This design comes from an exercise in tuning for small area and a short achievable clock period on the open sky130 flow, not from production work. Where RTL was checked, it was by simulation tests only, not by an equivalence proof against the original. Power is estimated from default activity; no workload was simulated.

==> branch sierra <==
==> flow/design.v <==
module pool2x2_stream #(
    parameter int DATA_W   = 16,
    parameter int MAX_COLS = 256,
    parameter int DIM_W    = 9
) (
    input  logic                     pclk,
    input  logic                     rst,
    input  logic [DIM_W-1:0]         cfg_cols,
    input  logic [DIM_W-1:0]         cfg_rows,
    input  logic                     cfg_avg,
    input  logic                     in_valid,
    input  logic                     in_sof,
    input  logic signed [DATA_W-1:0] in_data,
    output logic                     out_valid,
    output logic signed [DATA_W-1:0] out_data,
    output logic                     out_eol,
    output logic                     out_eof,
    output logic                     cfg_err
);
    localparam int DEPTH = 128;                   
    localparam logic [DIM_W:0] MAX_COLS_W = (DIM_W+1)'(MAX_COLS);
    logic                     ok_q, avg_q, err_q;
    logic [DIM_W-1:0]         cols_q, rows_q;
    logic [DIM_W-1:0]         crem_q, rrem_q;     
    logic                     c_odd_q, c_last_q, c_eol_q, c0_q, c1_q;
    logic                     r_odd_q, r_last_q, r_eof_q;
    logic [3:0]               dg0_q, dg1_q, dg2_q;  
    logic                     dg3_q;
    logic                     out_vld_q, out_eol_q, out_eof_q;
    logic signed [DATA_W-1:0] out_dat_q;
    logic signed [DATA_W+1:0] t_q;                
    logic signed [DATA_W:0]   b_q;                
    logic signed [DATA_W:0]   sr [DEPTH];
    logic signed [DATA_W:0]   so [5];             
    localparam logic [76:0] TAP = {7'd127, 7'd63, 7'd47, 7'd31, 7'd15, 7'd11, 7'd7,
                                   7'd3, 7'd2, 7'd1, 7'd0};
    logic [3:0]               sel1;
    logic [6:0]               sel2;
    logic [9:0]               sel3;
    logic [10:0]              sel4;
    logic                     sof, acc, cfg_legal, shift;
    logic [6:0]               len;
    logic signed [DATA_W+1:0] inx, t_new;
    logic signed [DATA_W:0]   h, b_new;
    logic signed [DATA_W-1:0] o;
    logic signed [DATA_W-1:0] t16, b16;
    logic signed [DATA_W+1:0] r_sum, t_sum;
    logic [1:0]               r_gt, t_gt;            
    pool2x2_stream_addr #(.W(DATA_W+2)) add_r (.a(t_q), .b(inx), .s(r_sum));
    pool2x2_stream_addr #(.W(DATA_W+2)) add_t (.a((DATA_W+2)'(b_q)), .b(inx), .s(t_sum));
    pool2x2_stream_gtr  #(.W(DATA_W), .N(2)) gt_r (.a(DATA_W'(t_q)), .b(in_data), .gt(r_gt));
    pool2x2_stream_gtr  #(.W(DATA_W), .N(2)) gt_t (.a(DATA_W'(b_q)), .b(in_data), .gt(t_gt));
    pool2x2_stream_selr #(.W(DATA_W))  sel_r (.avg(avg_q), .w0(!r_odd_q), .sum(r_sum), .gt(r_gt),
                                              .a(DATA_W'(t_q)), .x(in_data), .so(so[4]), .h(h),
                                              .o(o), .bn(b_new));
    pool2x2_stream_selt #(.W(DATA_W))  sel_t (.avg(avg_q), .use_x(in_sof || !r_odd_q), .sum(t_sum),
                                              .gt(t_gt), .a(DATA_W'(b_q)), .x(in_data), .y(t_new));
    assign cfg_legal = (|cfg_cols[DIM_W-1:1]) && (|cfg_rows[DIM_W-1:1]) &&
                       ({1'b0, cfg_cols} <= MAX_COLS_W);
    always_comb begin
        sof   = in_valid && in_sof;
        len   = 7'((cfg_cols >> 1) - DIM_W'(1));
        acc   = in_valid && !in_sof;
        shift = acc && (r_odd_q ? (!c_odd_q && !c_last_q) : c_odd_q);
        inx   = (DATA_W+2)'(in_data);
        t16   = DATA_W'(t_q);
        b16   = DATA_W'(b_q);
        sel1 = dg0_q;
        sel2 = {dg1_q[3:1], sel1 & {4{dg1_q[0]}}};
        sel3 = {dg2_q[3:1], sel2 & {7{dg2_q[0]}}};
        sel4 = {dg3_q, sel3 & {10{!dg3_q}}};
        so[0] = sr[0];
        so[1] = '0;
        so[2] = '0;
        so[3] = '0;
        so[4] = '0;
        for (int c = 0; c < 11; c++) begin
            if (c < 4)  so[1] = so[1] | (sr[TAP[7*c +: 7]] & {(DATA_W+1){sel1[c]}});
            if (c < 7)  so[2] = so[2] | (sr[TAP[7*c +: 7]] & {(DATA_W+1){sel2[c]}});
            if (c < 10) so[3] = so[3] | (sr[TAP[7*c +: 7]] & {(DATA_W+1){sel3[c]}});
            so[4] = so[4] | (sr[TAP[7*c +: 7]] & {(DATA_W+1){sel4[c]}});
        end
    end
    always_ff @(posedge pclk or posedge rst) begin
        if (rst) begin
            ok_q      <= 1'b0;
            err_q     <= 1'b0;
            out_vld_q <= 1'b0;
        end else begin
            out_vld_q <= acc && ok_q && c_odd_q && r_odd_q;
            if (sof) begin
                ok_q  <= cfg_legal;
                err_q <= !cfg_legal;
            end
        end
    end
    always_ff @(posedge pclk) begin
        if (sof) begin
            avg_q    <= cfg_avg;
            dg0_q    <= 4'b1 << len[1:0];
            dg1_q    <= 4'b1 << len[3:2];
            dg2_q    <= 4'b1 << len[5:4];
            dg3_q    <= len[6];
            cols_q   <= cfg_cols;
            rows_q   <= cfg_rows;
            crem_q   <= cfg_cols - DIM_W'(1);
            c_odd_q  <= 1'b1;
            c_last_q <= cfg_cols == DIM_W'(2);
            c_eol_q  <= cfg_cols[DIM_W-1:2] == '0;
            c0_q     <= 1'b0;
            c1_q     <= 1'b1;
            rrem_q   <= cfg_rows;
            r_odd_q  <= 1'b0;
            r_last_q <= 1'b0;
        end else if (acc) begin
            c1_q <= c0_q;
            if (c_last_q) begin
                crem_q   <= cols_q;
                c_odd_q  <= 1'b0;
                c_last_q <= 1'b0;
                c0_q     <= 1'b1;
                if (r_last_q) begin
                    rrem_q   <= rows_q;
                    r_odd_q  <= 1'b0;
                    r_last_q <= 1'b0;
                end else begin
                    rrem_q   <= rrem_q - DIM_W'(1);
                    r_odd_q  <= !r_odd_q;
                    r_last_q <= rrem_q == DIM_W'(2);
                    r_eof_q  <= rrem_q[DIM_W-1:2] == '0;
                end
            end else begin
                crem_q   <= crem_q - DIM_W'(1);
                c_odd_q  <= !c_odd_q;
                c_last_q <= crem_q == DIM_W'(2);
                c_eol_q  <= crem_q[DIM_W-1:2] == '0;
                c0_q     <= 1'b0;
            end
        end
    end
    always_ff @(posedge pclk) begin
        out_dat_q <= o;
        out_eol_q <= c_eol_q;
        out_eof_q <= c_eol_q && r_eof_q;
        if (sof || (in_valid && !c_odd_q)) begin
            t_q <= t_new;
        end
        if (acc && c_odd_q && (r_odd_q || c1_q)) begin
            b_q <= b_new;
        end
    end
    always_ff @(posedge pclk) begin
        if (shift) begin
            sr[0] <= h;
            for (int k = 1; k < DEPTH; k++) begin
                sr[k] <= (k == 1 || k == 4 || k == 16 || k == 64) ? so[k == 1 ? 0 : k == 4 ? 1 : k == 16 ? 2 : 3]
                                                                  : sr[k-1];
            end
        end
    end
    assign out_valid = out_vld_q;
    assign out_data  = out_dat_q;
    assign out_eol   = out_eol_q;
    assign out_eof   = out_eof_q;
    assign cfg_err   = err_q;
endmodule
module pool2x2_stream_selt #(
    parameter int W = 16
) (
    input  logic                avg,
    input  logic                use_x,
    input  logic signed [W+1:0] sum,
    input  logic [1:0]          gt,
    input  logic signed [W-1:0] a,
    input  logic signed [W-1:0] x,
    output logic signed [W+1:0] y
);
    logic [W+1:0] ge;
    assign ge = {{(W+2-9){gt[1]}}, {9{gt[0]}}};
    for (genvar i = 0; i < W + 2; i++) begin : bit_
        assign y[i] = use_x ? ((i < W) ? x[i < W ? i : W-1] : x[W-1])
                            : (avg ? sum[i] : (ge[i] ? ((i < W) ? a[i < W ? i : W-1] : a[W-1])
                                                     : ((i < W) ? x[i < W ? i : W-1] : x[W-1])));
    end
endmodule
module pool2x2_stream_selr #(
    parameter int W = 16
) (
    input  logic                avg,
    input  logic                w0,
    input  logic signed [W+1:0] sum,
    input  logic [1:0]          gt,
    input  logic signed [W-1:0] a,
    input  logic signed [W-1:0] x,
    input  logic signed [W:0]   so,
    output logic signed [W:0]   h,
    output logic signed [W-1:0] o,
    output logic signed [W:0]   bn
);
    logic signed [W-1:0] m;
    logic        [W-1:0] ge;
    assign ge = {{(W-8){gt[1]}}, {8{gt[0]}}};
    assign m  = (ge & a) | (~ge & x);
    assign h  = avg ? sum[W:0] : (W+1)'(m);
    assign o  = avg ? sum[W+1:2] : m;
    assign bn = w0 ? h : so;
endmodule
module pool2x2_stream_and #(
    parameter int W = 18
) (
    input  logic [W-1:0] a,
    input  logic [W-1:0] b,
    output logic [W-1:0] y
);
    assign y = a & b;
endmodule
module pool2x2_stream_xor #(
    parameter int W = 18
) (
    input  logic [W-1:0] a,
    input  logic [W-1:0] b,
    output logic [W-1:0] y
);
    assign y = a ^ b;
endmodule
module pool2x2_stream_pfx1 #(
    parameter int W = 16
) (
    input  logic [W-1:0] p,
    input  logic [W-1:0] g,
    output logic         c
);
    always_comb begin
        logic [W-1:0] gg, pp, gn, pn;
        gg = g;
        pp = p;
        for (int w = 1; w < W; w = w * 2) begin
            gn = gg;
            pn = pp;
            for (int i = w; i < W; i++) begin
                gn[i] = gg[i] | (pp[i] & gg[i-w]);
                pn[i] = pp[i] & pp[i-w];
            end
            gg = gn;
            pp = pn;
        end
        c = gg[W-1];
    end
endmodule
module pool2x2_stream_addr #(
    parameter int W = 18
) (
    input  logic [W-1:0] a,
    input  logic [W-1:0] b,
    output logic [W-1:0] s
);
    logic [W-1:0] p, g, c;
    pool2x2_stream_xor #(.W(W)) px (.a(a), .b(b), .y(p));
    pool2x2_stream_and #(.W(W)) gx (.a(a), .b(b), .y(g));
    pool2x2_stream_pfx #(.W(W)) cx (.p(p), .g(g), .c(c));
    assign s = p ^ {c[W-2:0], 1'b0};
endmodule
module pool2x2_stream_gtr #(
    parameter int W = 16,
    parameter int N = 1
) (
    input  logic [W-1:0] a,
    input  logic [W-1:0] b,
    output logic [N-1:0] gt
);
    logic [W-1:0] ua, nb, p, g;
    assign ua = {~a[W-1], a[W-2:0]};
    assign nb = {b[W-1], ~b[W-2:0]};
    pool2x2_stream_xor  #(.W(W)) px (.a(ua), .b(nb), .y(p));
    pool2x2_stream_and  #(.W(W)) gx (.a(ua), .b(nb), .y(g));
    for (genvar i = 0; i < N; i++) begin : cx
        pool2x2_stream_pfx1 #(.W(W)) t (.p(p), .g(g), .c(gt[i]));
    end
endmodule
module pool2x2_stream_pfx #(
    parameter int W = 18
) (
    input  logic [W-1:0] p,
    input  logic [W-1:0] g,
    output logic [W-1:0] c
);
    always_comb begin
        logic [W-1:0] gg, pp, gn, pn;
        gg = g;
        pp = p;
        for (int w = 1; w < W; w = w * 2) begin
            gn = gg;
            pn = pp;
            for (int i = w; i < W; i++) begin
                gn[i] = gg[i] | (pp[i] & gg[i-w]);
                pn[i] = pp[i] & pp[i-w];
            end
            gg = gn;
            pp = pn;
        end
        c = gg;
    end
endmodule
==> flow/run.sh <==
#!/bin/bash
# synth_recipe.tcl (not shown) runs the flow's synth.tcl, then flattens the netlist and writes it again
# the make line also repeats each setting of config.mk as NAME=value (left out here)
make -C /OpenROAD-flow-scripts/flow DESIGN_CONFIG=/design/flow/config.mk WORK_HOME=/design/flow/orfs CLKGATE_MAP_FILE= SYNTH_SCRIPT=/design/flow/synth_recipe.tcl finish
==> flow/config.mk <==
export PLATFORM = sky130hd
export DESIGN_NAME = pool2x2_stream
export DESIGN_NICKNAME = pool2x2_stream
export VERILOG_FILES = /design/flow/design.v
export SDC_FILE = /design/flow/constraint.sdc
export NUM_CORES = 4
export LEC_CHECK = 0
export CAP_MARGIN = 20
export CORE_MARGIN = 2
export CORE_UTILIZATION = 55
export CTS_CLUSTER_DIAMETER = 100
export CTS_CLUSTER_SIZE = 28
export PLACE_DENSITY_LB_ADDON = 0.2
export SETUP_SLACK_MARGIN = 2.9
export SLEW_MARGIN = 20
export SYNTH_HIERARCHICAL = 1
export SYNTH_MINIMUM_KEEP_SIZE = 0
==> flow/constraint.sdc <==
create_clock -name core_clock -period 5.3 [get_ports {pclk}]
set_input_delay 1.0600 -clock core_clock [delete_from_list [all_inputs] [get_ports {pclk}]]
set_output_delay 1.0600 -clock core_clock [all_outputs]
set_load 0.01 [all_outputs]
==> branch fjord (differences from branch sierra) <==
--- a/flow/design.v
+++ b/flow/design.v
@@ -38,7 +38,8 @@
     logic [6:0]               sel2;
     logic [9:0]               sel3;
     logic [10:0]              sel4;
-    logic                     sof, acc, cfg_legal, shift;
+    logic                     sof, acc, cfg_legal, shift_arm;
+    logic [3:0]               shift;              
     logic [6:0]               len;
     logic signed [DATA_W+1:0] inx, t_new;
     logic signed [DATA_W:0]   h, b_new;
@@ -55,13 +56,16 @@
                                               .o(o), .bn(b_new));
     pool2x2_stream_selt #(.W(DATA_W))  sel_t (.avg(avg_q), .use_x(in_sof || !r_odd_q), .sum(t_sum),
                                               .gt(t_gt), .a(DATA_W'(b_q)), .x(in_data), .y(t_new));
+    for (genvar q = 0; q < 4; q++) begin : shq
+        pool2x2_stream_shen sh (.v(in_valid), .s(in_sof), .arm(shift_arm), .en(shift[q]));
+    end
     assign cfg_legal = (|cfg_cols[DIM_W-1:1]) && (|cfg_rows[DIM_W-1:1]) &&
                        ({1'b0, cfg_cols} <= MAX_COLS_W);
     always_comb begin
         sof   = in_valid && in_sof;
         len   = 7'((cfg_cols >> 1) - DIM_W'(1));
         acc   = in_valid && !in_sof;
-        shift = acc && (r_odd_q ? (!c_odd_q && !c_last_q) : c_odd_q);
+        shift_arm = r_odd_q ? (!c_odd_q && !c_last_q) : c_odd_q;
         inx   = (DATA_W+2)'(in_data);
         t16   = DATA_W'(t_q);
         b16   = DATA_W'(b_q);
@@ -150,9 +154,11 @@
         end
     end
     always_ff @(posedge pclk) begin
-        if (shift) begin
+        if (shift[0]) begin
             sr[0] <= h;
-            for (int k = 1; k < DEPTH; k++) begin
+        end
+        for (int k = 1; k < DEPTH; k++) begin
+            if (shift[k / (DEPTH / 4)]) begin
                 sr[k] <= (k == 1 || k == 4 || k == 16 || k == 64) ? so[k == 1 ? 0 : k == 4 ? 1 : k == 16 ? 2 : 3]
                                                                   : sr[k-1];
             end
@@ -224,27 +230,39 @@
     assign y = a ^ b;
 endmodule
 module pool2x2_stream_pfx1 #(
-    parameter int W = 16
+    parameter int W = 16                          
 ) (
     input  logic [W-1:0] p,
     input  logic [W-1:0] g,
     output logic         c
 );
-    always_comb begin
-        logic [W-1:0] gg, pp, gn, pn;
-        gg = g;
-        pp = p;
-        for (int w = 1; w < W; w = w * 2) begin
-            gn = gg;
-            pn = pp;
-            for (int i = w; i < W; i++) begin
-                gn[i] = gg[i] | (pp[i] & gg[i-w]);
-                pn[i] = pp[i] & pp[i-w];
-            end
-            gg = gn;
-            pp = pn;
+    localparam int L = $clog2(W);
+    logic [W-1:0] gg [L+1];
+    logic [W-1:0] pp [L+1];
+    assign gg[0] = g;
+    assign pp[0] = p;
+    for (genvar l = 0; l < L; l++) begin : lvl
+        localparam int N = W >> (l + 1);
+        pool2x2_stream_red #(.N(N)) u (.gi(gg[l][2*N-1:0]), .pi(pp[l][2*N-1:0]),
+                                       .go(gg[l+1][N-1:0]), .po(pp[l+1][N-1:0]));
+        if (N < W) begin : pad
+            assign gg[l+1][W-1:N] = '0;
+            assign pp[l+1][W-1:N] = '0;
         end
-        c = gg[W-1];
+    end
+    assign c = gg[L][0];
+endmodule
+module pool2x2_stream_red #(
+    parameter int N = 8
+) (
+    input  logic [2*N-1:0] gi,
+    input  logic [2*N-1:0] pi,
+    output logic [N-1:0]   go,
+    output logic [N-1:0]   po
+);
+    for (genvar i = 0; i < N; i++) begin : grp
+        assign go[i] = gi[2*i+1] | (pi[2*i+1] & gi[2*i]);
+        assign po[i] = pi[2*i+1] & pi[2*i];
     end
 endmodule
 module pool2x2_stream_addr #(
@@ -284,20 +302,44 @@
     input  logic [W-1:0] g,
     output logic [W-1:0] c
 );
-    always_comb begin
-        logic [W-1:0] gg, pp, gn, pn;
-        gg = g;
-        pp = p;
-        for (int w = 1; w < W; w = w * 2) begin
-            gn = gg;
-            pn = pp;
-            for (int i = w; i < W; i++) begin
-                gn[i] = gg[i] | (pp[i] & gg[i-w]);
-                pn[i] = pp[i] & pp[i-w];
-            end
-            gg = gn;
-            pp = pn;
-        end
-        c = gg;
+    localparam int L = $clog2(W);
+    logic [W-1:0] gg [L+1];
+    logic [W-1:0] pp [L+1];
+    assign gg[0] = g;
+    assign pp[0] = p;
+    for (genvar l = 0; l < L; l++) begin : lvl
+        localparam int D = 2 ** l;
+        localparam int PL = (2 * D < W) ? 2 * D : W - 1;
+        logic [W-1:D]  go;
+        logic [W-1:PL] po;
+        pool2x2_stream_pfxl #(.W(W), .D(D), .PL(PL)) u (.gi(gg[l]), .pi(pp[l]), .go(go), .po(po));
+        assign gg[l+1] = {go, gg[l][D-1:0]};
+        assign pp[l+1] = {po, pp[l][PL-1:0]};
     end
+    assign c = gg[L];
+endmodule
+module pool2x2_stream_pfxl #(
+    parameter int W  = 18,
+    parameter int D  = 1,
+    parameter int PL = 2
+) (
+    input  logic [W-1:0]  gi,
+    input  logic [W-1:0]  pi,
+    output logic [W-1:D]  go,
+    output logic [W-1:PL] po
+);
+    for (genvar i = D; i < W; i++) begin : g_
+        assign go[i] = gi[i] | (pi[i] & gi[i-D]);
+    end
+    for (genvar i = PL; i < W; i++) begin : p_
+        assign po[i] = pi[i] & pi[i-D];
+    end
+endmodule
+module pool2x2_stream_shen (
+    input  logic v,
+    input  logic s,
+    input  logic arm,
+    output logic en
+);
+    assign en = v & ~s & arm;
 endmodule
==> notes <==
Between branch sierra and branch fjord, the lower synthesized area is in branch sierra (gap about 0.8%, measured against branch fjord).
In sequential power, branch sierra and branch fjord hardly differ.
In clock power, branch sierra and branch fjord hardly differ.
Critical path depth is the same in branch fjord and branch sierra.
Clock skew: branch sierra is higher than branch fjord (0.0028 ns).
In via count, branch sierra and branch fjord hardly differ.
Against branch fjord, the clock-buffer cell count of branch sierra is lower by 17.
==> figures <==
metric                                                   branch fjord            branch sierra
Outcome                                       complete, no violations  complete, no violations
Number of nets in the synthesized netlist                        3445                     3354
M1 GR Usage                                                    0.2747                   0.2459
Number of vias per cell                                         5.531                    5.577
Core region area                                          0.1373 mm^2              0.1358 mm^2
Share of layout cells above drive strength 1                   0.1288                   0.1516
Fin Clk Skew                                               0.03338 ns               0.03622 ns
GRT Max-Usage Layer                                              met1                     met2
Worst Hold Launch                                 sr[83][5]$_DFFE_PP_        c_eol_q$_DFFE_PP_
Layout Cell Area excl Fill                               0.08361 mm^2             0.08388 mm^2
Std-Cell Rows                                                     136                      135
Worst Hold Margin                                           0.4071 ns                0.3847 ns
Slew Limit Headroom                                            0.5340                   0.3103
Flop pwr share                                                  0.677                    0.679
Logic inverters                                                    69                       76
Only the layout flow was run in branch sierra; the RTL was not checked for function there.

## afterwards: timing with drivers on the ports
The flow's constraints put no driver on any port. The routed layouts listed below were extracted and timed again, unchanged, in two steps. Step 1 sets driving cells, clkbuf_16 on the clock port and buf_2 on the other inputs (assumed; they add their load-dependent delay and slew). Step 2 also shifts input and output timing later by t, the mid clock arrival at the registers, as if the neighbouring blocks saw the same clock. Three values: no drivers, after step 1, after step 2; two values: the first two.
run	t (ns)	setup slack, ns	worst setup path after step 2	slew at the worst register clock pin (ns)	worst data-port slew with drivers (ns)
branch sierra	0.801	2.697 / 2.713 / 1.916	input to register	0.11 / 0.11	0.10
branch fjord	0.811	2.870 / 2.808 / 2.082	input to register	0.11 / 0.11	0.07
After both steps every run listed still meets setup and hold. For branch fjord, which loses most, drivers alone change the setup slack by -0.062 ns; drivers and shift together by -0.788 ns.
